What follows belongs to an exercise in optimizing a design on an open flow for small area, a short achievable clock period and few clock cycles; a production flow would make more cautious choices. Only simulation tests tie the RTL to the original design; equivalence was not proved.

==> inputs of v11 <==
==> flow/design.v <==
package bmcd_pkg;
    localparam int VOLT_W = 13;
    localparam int PCT_W = 7;
    localparam int TIME_W = 32;
    localparam int READ_W = 12;
    localparam int CAL_W = 16;
    localparam int RUN_W = 8;
    localparam int TMO_W = 16;
    localparam int ACT_W = 3;
    localparam int CFG_IDX_W = 3;
    localparam int CFG_DATA_W = 32;
    localparam int NUM_W = 21;
    localparam int DEN_W = 14;
    localparam logic [TIME_W-1:0] TREND_AGE_MS = 32'd90000;
    localparam logic [VOLT_W:0] TREND_RISE_MV = 14'd30;
    localparam logic [VOLT_W:0] TREND_FALL_MV = 14'd90;
    localparam logic [VOLT_W-1:0] TREND_HIGH_MV = 13'd4000;
    localparam logic [VOLT_W:0] SPIKE_MV = 14'd500;
    localparam logic [VOLT_W:0] PLUG_MV = 14'd250;
    localparam logic [VOLT_W:0] UNPLUG_MV = 14'd200;
    localparam logic [VOLT_W-1:0] CRITICAL_MV = 13'd3000;
    localparam logic [TIME_W-1:0] MS_PER_MIN = 32'd60000;
    localparam logic [PCT_W-1:0] PCT_FULL = 7'd100;
    localparam logic [RUN_W-1:0] RUN_MAX = 8'd255;
endpackage
module battery_monitor_charge_detect #(
    parameter int HISTORY_DEPTH = 5
) (
    input  logic                              clk,
    input  logic                              rst_n,
    input  logic                              cfg_wr_en,
    input  logic [bmcd_pkg::CFG_IDX_W-1:0]    cfg_index,
    input  logic [bmcd_pkg::CFG_DATA_W-1:0]   cfg_data,
    input  logic                              in_valid,
    output logic                              in_ready,
    input  logic [2:0]                        in_action,
    input  logic [31:0]                       in_now_ms,
    input  logic [11:0]                       in_reading_mv,
    output logic                              out_valid,
    input  logic                              out_ready,
    output logic [12:0]                       out_voltage_mv,
    output logic [6:0]                        out_percent,
    output logic                              out_charging,
    output logic                              out_shutdown_request,
    output logic                              out_sleep_request
);
    localparam int HD = HISTORY_DEPTH;
    logic [12:0] full_r, empty_r;
    logic [15:0] cal_r;
    logic [31:0] hi_r, cd_r, grace_r;
    logic [7:0]  confirm_r;
    logic [15:0] tmo_r;
    always_ff @(posedge clk or negedge rst_n)
    begin
        if (!rst_n)
        begin
            full_r <= 13'd4200;
            empty_r <= 13'd3300;
            cal_r <= 16'd16384;
            hi_r <= 32'd30000;
            cd_r <= 32'd5000;
            grace_r <= 32'd60000;
            confirm_r <= 8'd3;
            tmo_r <= '0;
        end
        else if (cfg_wr_en)
        begin
            case (cfg_index)
                3'd0: full_r <= cfg_data[12:0];
                3'd1: empty_r <= cfg_data[12:0];
                3'd2: cal_r <= cfg_data[15:0];
                3'd3: hi_r <= cfg_data;
                3'd4: cd_r <= cfg_data;
                3'd5: grace_r <= cfg_data;
                3'd6: confirm_r <= cfg_data[7:0];
                default: tmo_r <= cfg_data[15:0];
            endcase
        end
    end
    logic [31:0] limit_r;
    logic [12:0] span_r;
    always_ff @(posedge clk)
    begin
        limit_r <= 32'(tmo_r) * bmcd_pkg::MS_PER_MIN;
        span_r <= full_r - empty_r;
    end
    logic s_v, o_v;
    logic adv;
    assign adv = !s_v;
    assign in_ready = adv;
    logic        c_v;
    logic [2:0]  c_act;
    logic [31:0] c_now;
    logic [11:0] c_rd;
    always_ff @(posedge clk or negedge rst_n)
    begin
        if (!rst_n)
            c_v <= 1'b0;
        else if (adv)
            c_v <= in_valid;
    end
    always_ff @(posedge clk)
    begin
        if (adv)
        begin
            c_act <= in_action;
            c_now <= in_now_ms;
            c_rd <= in_reading_mv;
        end
    end
    logic [12:0] cv_r;
    logic        chg_r;
    logic [31:0] rt_r, pt_r, seen_r, at_r;
    logic [HD-1:0] slot_r;
    logic [12:0] hv_r [HD];
    logic [31:0] ht_r [HD];
    logic [7:0]  run_r;
    logic l_meas, l_pt, l_push, l_init, l_seen, l_at;
    logic        m_v, m_upd, m_qry, m_ref, m_act, m_ini;
    logic [31:0] m_now;
    logic [12:0] m_c;
    logic m_stale_a, m_stale_b, m_pd_a, m_pd_b;
    logic m_age_a, m_age_b, m_age_c;
    logic m_g_a, m_g_b, m_g_self;
    logic m_sl_a, m_sl_b;
    logic [27:0] prod;
    logic [28:0] rsum;
    logic [15:0] raw;
    logic [12:0] clamp_v;
    logic [HD-1:0] slot1, slot2;
    logic [31:0] ta, tb;
    logic [31:0] dn, d_rt, d_pt, d_ta, d_tb, d_seen, d_at;
    always_comb
    begin
        prod = c_rd * cal_r;
        rsum = {1'b0, prod} + 29'd4096;
        raw = rsum[28:13];
        clamp_v = (raw > {3'b000, full_r}) ? full_r : raw[12:0];
        slot1 = {slot_r[HD-2:0], slot_r[HD-1]};
        slot2 = {slot1[HD-2:0], slot1[HD-1]};
        ta = '0;
        tb = '0;
        for (int k = 0; k < HD; k++)
        begin
            ta = ta | (ht_r[k] & {32{slot1[k]}});
            tb = tb | (ht_r[k] & {32{slot2[k]}});
        end
        dn = c_now - m_now;
        d_rt = c_now - rt_r;
        d_pt = c_now - pt_r;
        d_ta = c_now - ta;
        d_tb = c_now - tb;
        d_seen = c_now - seen_r;
        d_at = c_now - at_r;
    end
    always_ff @(posedge clk or negedge rst_n)
    begin
        if (!rst_n)
        begin
            m_v <= 1'b0;
            m_upd <= 1'b0;
            m_qry <= 1'b0;
            m_ref <= 1'b0;
            m_act <= 1'b0;
            m_ini <= 1'b0;
        end
        else if (adv)
        begin
            m_v <= c_v;
            m_upd <= c_v && c_act == 3'd0;
            m_qry <= c_v && c_act == 3'd1;
            m_ref <= c_v && c_act == 3'd2;
            m_act <= c_v && c_act == 3'd3;
            m_ini <= c_v && c_act == 3'd4;
        end
    end
    always_ff @(posedge clk)
    begin
        if (adv)
        begin
            m_now <= c_now;
            m_c <= clamp_v;
            m_stale_a <= d_rt >= cd_r;
            m_stale_b <= dn >= cd_r;
            m_pd_a <= d_pt >= hi_r;
            m_pd_b <= dn >= hi_r;
            m_age_a <= (ta != '0) && (d_ta >= bmcd_pkg::TREND_AGE_MS);
            m_age_b <= (tb != '0) && (d_tb >= bmcd_pkg::TREND_AGE_MS);
            m_age_c <= (m_now != '0) && (dn >= bmcd_pkg::TREND_AGE_MS);
            m_g_a <= (seen_r != '0) && (d_seen < grace_r);
            m_g_b <= (m_now != '0) && (dn < grace_r);
            m_g_self <= (c_now != '0) && (grace_r != '0);
            m_sl_a <= (tmo_r != '0) && (d_at >= limit_r);
            m_sl_b <= (tmo_r != '0) && (dn >= limit_r);
        end
    end
    logic stale, pd, age, gr, sl, meas;
    logic cv_nz;
    logic [13:0] c_e, cv_e;
    logic spike, plug, unplug, take;
    logic [12:0] cv_new;
    logic chg1, seen1;
    logic [HD-1:0] oslot;
    logic [12:0] old_v;
    logic [13:0] old_e;
    logic rise, fall, do_trend, chg2, seen_set, grace_ok, low;
    logic [7:0] run_inc, run_n;
    logic inc_ge, shut, sleep, push;
    always_comb
    begin
        stale = l_meas ? m_stale_b : m_stale_a;
        pd = l_pt ? m_pd_b : m_pd_a;
        age = l_push ? m_age_b : (l_init ? m_age_c : m_age_a);
        gr = l_seen ? m_g_b : m_g_a;
        sl = l_at ? m_sl_b : m_sl_a;
        meas = m_ref || m_ini || ((m_upd || m_qry) && stale);
        c_e = {1'b0, m_c};
        cv_e = {1'b0, cv_r};
        cv_nz = (cv_r != '0);
        spike = cv_nz && ((c_e > cv_e + bmcd_pkg::SPIKE_MV) || (cv_e > c_e + bmcd_pkg::SPIKE_MV));
        plug = cv_nz && (c_e > cv_e + bmcd_pkg::PLUG_MV);
        unplug = cv_nz && (c_e + bmcd_pkg::UNPLUG_MV < cv_e);
        take = meas && !spike;
        cv_new = take ? m_c : cv_r;
        if (!meas)
            chg1 = chg_r;
        else if (take && plug)
            chg1 = 1'b1;
        else if (take && unplug)
            chg1 = 1'b0;
        else
            chg1 = m_ref ? 1'b0 : chg_r;
        seen1 = take && plug;
        oslot = {slot_r[HD-2:0], slot_r[HD-1]};
        old_v = '0;
        for (int k = 0; k < HD; k++)
            old_v = old_v | (hv_r[k] & {13{oslot[k]}});
        old_e = {1'b0, old_v};
        if (take)
        begin
            rise = c_e > old_e + bmcd_pkg::TREND_RISE_MV;
            fall = (m_c < bmcd_pkg::TREND_HIGH_MV) && (c_e + bmcd_pkg::TREND_FALL_MV < old_e);
            low = (m_c <= bmcd_pkg::CRITICAL_MV);
        end
        else
        begin
            rise = cv_e > old_e + bmcd_pkg::TREND_RISE_MV;
            fall = (cv_r < bmcd_pkg::TREND_HIGH_MV) && (cv_e + bmcd_pkg::TREND_FALL_MV < old_e);
            low = (cv_r <= bmcd_pkg::CRITICAL_MV);
        end
        push = m_upd && pd;
        do_trend = push && age;
        if (do_trend && rise)
            chg2 = 1'b1;
        else if (do_trend && fall)
            chg2 = 1'b0;
        else
            chg2 = chg1;
        seen_set = seen1 || (do_trend && rise);
        grace_ok = seen_set ? m_g_self : gr;
        run_inc = (run_r != bmcd_pkg::RUN_MAX) ? run_r + 8'd1 : run_r;
        inc_ge = (run_inc >= confirm_r);
        shut = m_upd && !grace_ok && low && !chg2 && inc_ge;
        if (!m_upd)
            run_n = run_r;
        else if (!grace_ok && low && !chg2)
            run_n = run_inc;
        else
            run_n = '0;
        sleep = m_upd && !shut && !chg2 && sl;
    end
    logic r_v, r_shut, r_sleep, r_meas;
    always_ff @(posedge clk or negedge rst_n)
    begin
        if (!rst_n)
        begin
            cv_r <= '0;
            chg_r <= 1'b0;
            rt_r <= '0;
            pt_r <= '0;
            seen_r <= '0;
            at_r <= '0;
            slot_r <= HD'(1);
            for (int k = 0; k < HD; k++)
                ht_r[k] <= '0;
            run_r <= '0;
            l_meas <= 1'b0;
            l_pt <= 1'b0;
            l_push <= 1'b0;
            l_init <= 1'b0;
            l_seen <= 1'b0;
            l_at <= 1'b0;
            r_v <= 1'b0;
        end
        else if (adv)
        begin
            cv_r <= cv_new;
            chg_r <= chg2;
            if (meas)
                rt_r <= m_now;
            if (push || m_ini)
                pt_r <= m_now;
            if (seen_set)
                seen_r <= m_now;
            if (m_act || m_ini)
                at_r <= m_now;
            for (int k = 0; k < HD; k++)
                if (m_ini || (push && slot_r[k]))
                    ht_r[k] <= m_now;
            if (push)
                slot_r <= oslot;
            run_r <= run_n;
            l_meas <= meas;
            l_pt <= push || m_ini;
            l_push <= push;
            l_init <= m_ini;
            l_seen <= seen_set;
            l_at <= m_act || m_ini;
            r_v <= m_v;
        end
    end
    always_ff @(posedge clk)
    begin
        if (adv)
        begin
            for (int k = 0; k < HD; k++)
                if (m_ini || (push && slot_r[k]))
                    hv_r[k] <= cv_new;
            r_shut <= shut;
            r_sleep <= sleep;
            r_meas <= meas;
        end
    end
    logic        d_v, d_chg, d_shut, d_sleep, d_meas, d_full, d_zero;
    logic [12:0] d_cv;
    logic [20:0] d_num;
    logic [12:0] xe;
    assign xe = cv_r - empty_r;
    always_ff @(posedge clk or negedge rst_n)
    begin
        if (!rst_n)
            d_v <= 1'b0;
        else if (adv)
            d_v <= r_v;
    end
    always_ff @(posedge clk)
    begin
        if (adv)
        begin
            d_cv <= cv_r;
            d_chg <= chg_r;
            d_shut <= r_shut;
            d_sleep <= r_sleep;
            d_meas <= r_meas;
            d_full <= (cv_r >= full_r);
            d_zero <= (cv_r <= empty_r);
            d_num <= 21'(xe) * 21'd200 + 21'(span_r);
        end
    end
    logic [20:0] rem;
    logic [20:0] dsh;
    logic [6:0]  q;
    logic [6:0]  pct_calc, pct_res, pct_r;
    always_comb
    begin
        rem = d_num;
        for (int k = 6; k >= 0; k--)
        begin
            dsh = 21'({span_r, 1'b0}) << k;
            if (rem >= dsh)
            begin
                rem = rem - dsh;
                q[k] = 1'b1;
            end
            else
            begin
                q[k] = 1'b0;
            end
        end
        if (d_full)
            pct_calc = bmcd_pkg::PCT_FULL;
        else if (d_zero)
            pct_calc = '0;
        else
            pct_calc = q;
        pct_res = d_meas ? pct_calc : pct_r;
    end
    logic [22:0] res, o_d, s_d;
    assign res = {d_cv, pct_res, d_chg, d_shut, d_sleep};
    always_ff @(posedge clk or negedge rst_n)
    begin
        if (!rst_n)
        begin
            pct_r <= '0;
            o_v <= 1'b0;
            s_v <= 1'b0;
        end
        else
        begin
            if (adv && d_v && d_meas)
                pct_r <= pct_calc;
            if (adv)
            begin
                if (o_v && !out_ready)
                    s_v <= d_v;
                else
                    o_v <= d_v;
            end
            else if (out_ready)
            begin
                s_v <= 1'b0;
            end
        end
    end
    always_ff @(posedge clk)
    begin
        if (adv)
        begin
            if (o_v && !out_ready)
                s_d <= res;
            else
                o_d <= res;
        end
        else if (out_ready)
        begin
            o_d <= s_d;
        end
    end
    assign out_valid = o_v;
    assign {out_voltage_mv, out_percent, out_charging, out_shutdown_request, out_sleep_request} = o_d;
endmodule
==> flow/run.sh <==
#!/bin/bash
# synth_recipe.tcl (not shown) runs the flow's synth.tcl, then flattens the netlist and writes it again
# the make line also repeats each setting of config.mk as NAME=value (left out here)
make -C /OpenROAD-flow-scripts/flow DESIGN_CONFIG=/design/flow/config.mk WORK_HOME=/design/flow/orfs CLKGATE_MAP_FILE= SYNTH_SCRIPT=/design/flow/synth_recipe.tcl finish
==> flow/config.mk <==
export PLATFORM = sky130hd
export DESIGN_NAME = battery_monitor_charge_detect
export DESIGN_NICKNAME = battery_monitor_charge_detect
export VERILOG_FILES = /design/flow/design.v
export SDC_FILE = /design/flow/constraint.sdc
export NUM_CORES = 4
export LEC_CHECK = 0
export CAP_MARGIN = 20
export CORE_MARGIN = 2
export CORE_UTILIZATION = 40
export PLACE_DENSITY = 0.6
export SLEW_MARGIN = 20
==> flow/constraint.sdc <==
create_clock -name core_clock -period 11.0 [get_ports {clk}]
set_input_delay 2.2000 -clock core_clock [delete_from_list [all_inputs] [get_ports {clk}]]
set_output_delay 2.2000 -clock core_clock [all_outputs]
set_load 0.01 [all_outputs]
==> v14: changes against v11 <==
--- a/flow/design.v
+++ b/flow/design.v
@@ -358,17 +358,62 @@
         end
     end
-    logic [20:0] rem;
-    logic [20:0] dsh;
+    logic [13:0] den;
+    assign den = {span_r, 1'b0};
+    logic [20:0] e_rem_c;
+    logic [6:4]  e_q_c;
+    always_comb
+    begin
+        e_rem_c = d_num;
+        for (int k = 6; k >= 4; k--)
+        begin
+            if ((e_rem_c >> k) >= 21'(den))
+            begin
+                e_rem_c = e_rem_c - (21'(den) << k);
+                e_q_c[k] = 1'b1;
+            end
+            else
+            begin
+                e_q_c[k] = 1'b0;
+            end
+        end
+    end
+    logic        e_v, e_chg, e_shut, e_sleep, e_meas, e_full, e_zero;
+    logic [12:0] e_cv;
+    logic [17:0] e_rem;
+    logic [6:4]  e_q;
+    always_ff @(posedge clk or negedge rst_n)
+    begin
+        if (!rst_n)
+            e_v <= 1'b0;
+        else if (adv)
+            e_v <= d_v;
+    end
+    always_ff @(posedge clk)
+    begin
+        if (adv)
+        begin
+            e_cv <= d_cv;
+            e_chg <= d_chg;
+            e_shut <= d_shut;
+            e_sleep <= d_sleep;
+            e_meas <= d_meas;
+            e_full <= d_full;
+            e_zero <= d_zero;
+            e_rem <= e_rem_c[17:0];
+            e_q <= e_q_c;
+        end
+    end
+    logic [17:0] rem;
     logic [6:0]  q;
     logic [6:0]  pct_calc, pct_res, pct_r;
     always_comb
     begin
-        rem = d_num;
-        for (int k = 6; k >= 0; k--)
+        rem = e_rem;
+        q[6:4] = e_q;
+        for (int k = 3; k >= 0; k--)
         begin
-            dsh = 21'({span_r, 1'b0}) << k;
-            if (rem >= dsh)
+            if ((rem >> k) >= 18'(den))
             begin
-                rem = rem - dsh;
+                rem = rem - (18'(den) << k);
                 q[k] = 1'b1;
             end
@@ -378,14 +423,14 @@
             end
         end
-        if (d_full)
+        if (e_full)
             pct_calc = bmcd_pkg::PCT_FULL;
-        else if (d_zero)
+        else if (e_zero)
             pct_calc = '0;
         else
             pct_calc = q;
-        pct_res = d_meas ? pct_calc : pct_r;
+        pct_res = e_meas ? pct_calc : pct_r;
     end
     logic [22:0] res, o_d, s_d;
-    assign res = {d_cv, pct_res, d_chg, d_shut, d_sleep};
+    assign res = {e_cv, pct_res, e_chg, e_shut, e_sleep};
     always_ff @(posedge clk or negedge rst_n)
     begin
@@ -398,12 +443,12 @@
         else
         begin
-            if (adv && d_v && d_meas)
+            if (adv && e_v && e_meas)
                 pct_r <= pct_calc;
             if (adv)
             begin
                 if (o_v && !out_ready)
-                    s_v <= d_v;
+                    s_v <= e_v;
                 else
-                    o_v <= d_v;
+                    o_v <= e_v;
             end
             else if (out_ready)
--- a/flow/config.mk
+++ b/flow/config.mk
@@ -10,3 +10,4 @@
 export CORE_UTILIZATION = 40
 export PLACE_DENSITY = 0.6
+export SETUP_SLACK_MARGIN = 5
 export SLEW_MARGIN = 20
==> comparison table <==
| item | v14 | v11 |
|---|---|---|
| GR Layer Usage met2 | 39.7% | 40.2% |
| Clock tree skew after final layout | 0.0353 ns | 0.0768 ns |
| Fraction of layout instances using a drive strength above 1 | 13.5% | 14.0% |
| Area taken by flip-flops and latches | 22400 um^2 | 21100 um^2 |
| CORE AREA | 169000 um^2 | 165000 um^2 |
| Final non-filler cell total | 9863 | 9946 |
| Maximum clock frequency | 117 MHz | 61.7 MHz |
| Result of the run | no timing/DRC/antenna violations | finished with violations |
| Violated checks | - | setup timing |
| Final period util | 77.8% | 147% |
| Drt initial violations | 4486 | 3881 |
| Total negative setup slack | 0 ns | -26.78 ns |
| Sequential cell area fraction in the yosys report | 32.8% | 31.7% |
| GR Layer Usage met1 | 30.7% | 30.4% |
| First-pass GRT wire length | 320000 um | 312000 um |
| Worst setup slack after layout | 2.44 ns | -5.20 ns |
| Length of routed met3 wiring | 10800 um | 9080 um |
Testbench counts of v11, summed over its fixed seeds: cycles 2,440.
Testbench counts of v14, summed over its fixed seeds: cycles 2,448.

==> afterwards: timing with drivers on the ports <==
How much do the figures lean on ideal ports? The routed layouts below were timed once more, with nothing changed but the port constraints.
Step 1 sets driving cells, clkbuf_16 on the clock port and buf_2 on the other inputs (assumed; they add their load-dependent delay and slew).
Step 2 also shifts input and output timing later by t, the mid clock arrival at the registers, as if the neighbouring blocks saw the same clock.
a / b / c = ideal / step 1 / step 2; a / b = the first two.
run | t, ns | slack for setup (ns) | slew at the worst register clock pin (ns)
v11 | 0.797 | -5.203 / -5.203 / -5.203 | 0.07 / 0.07
v14 | 0.802 | 2.437 / 2.437 / 2.437 | 0.07 / 0.07
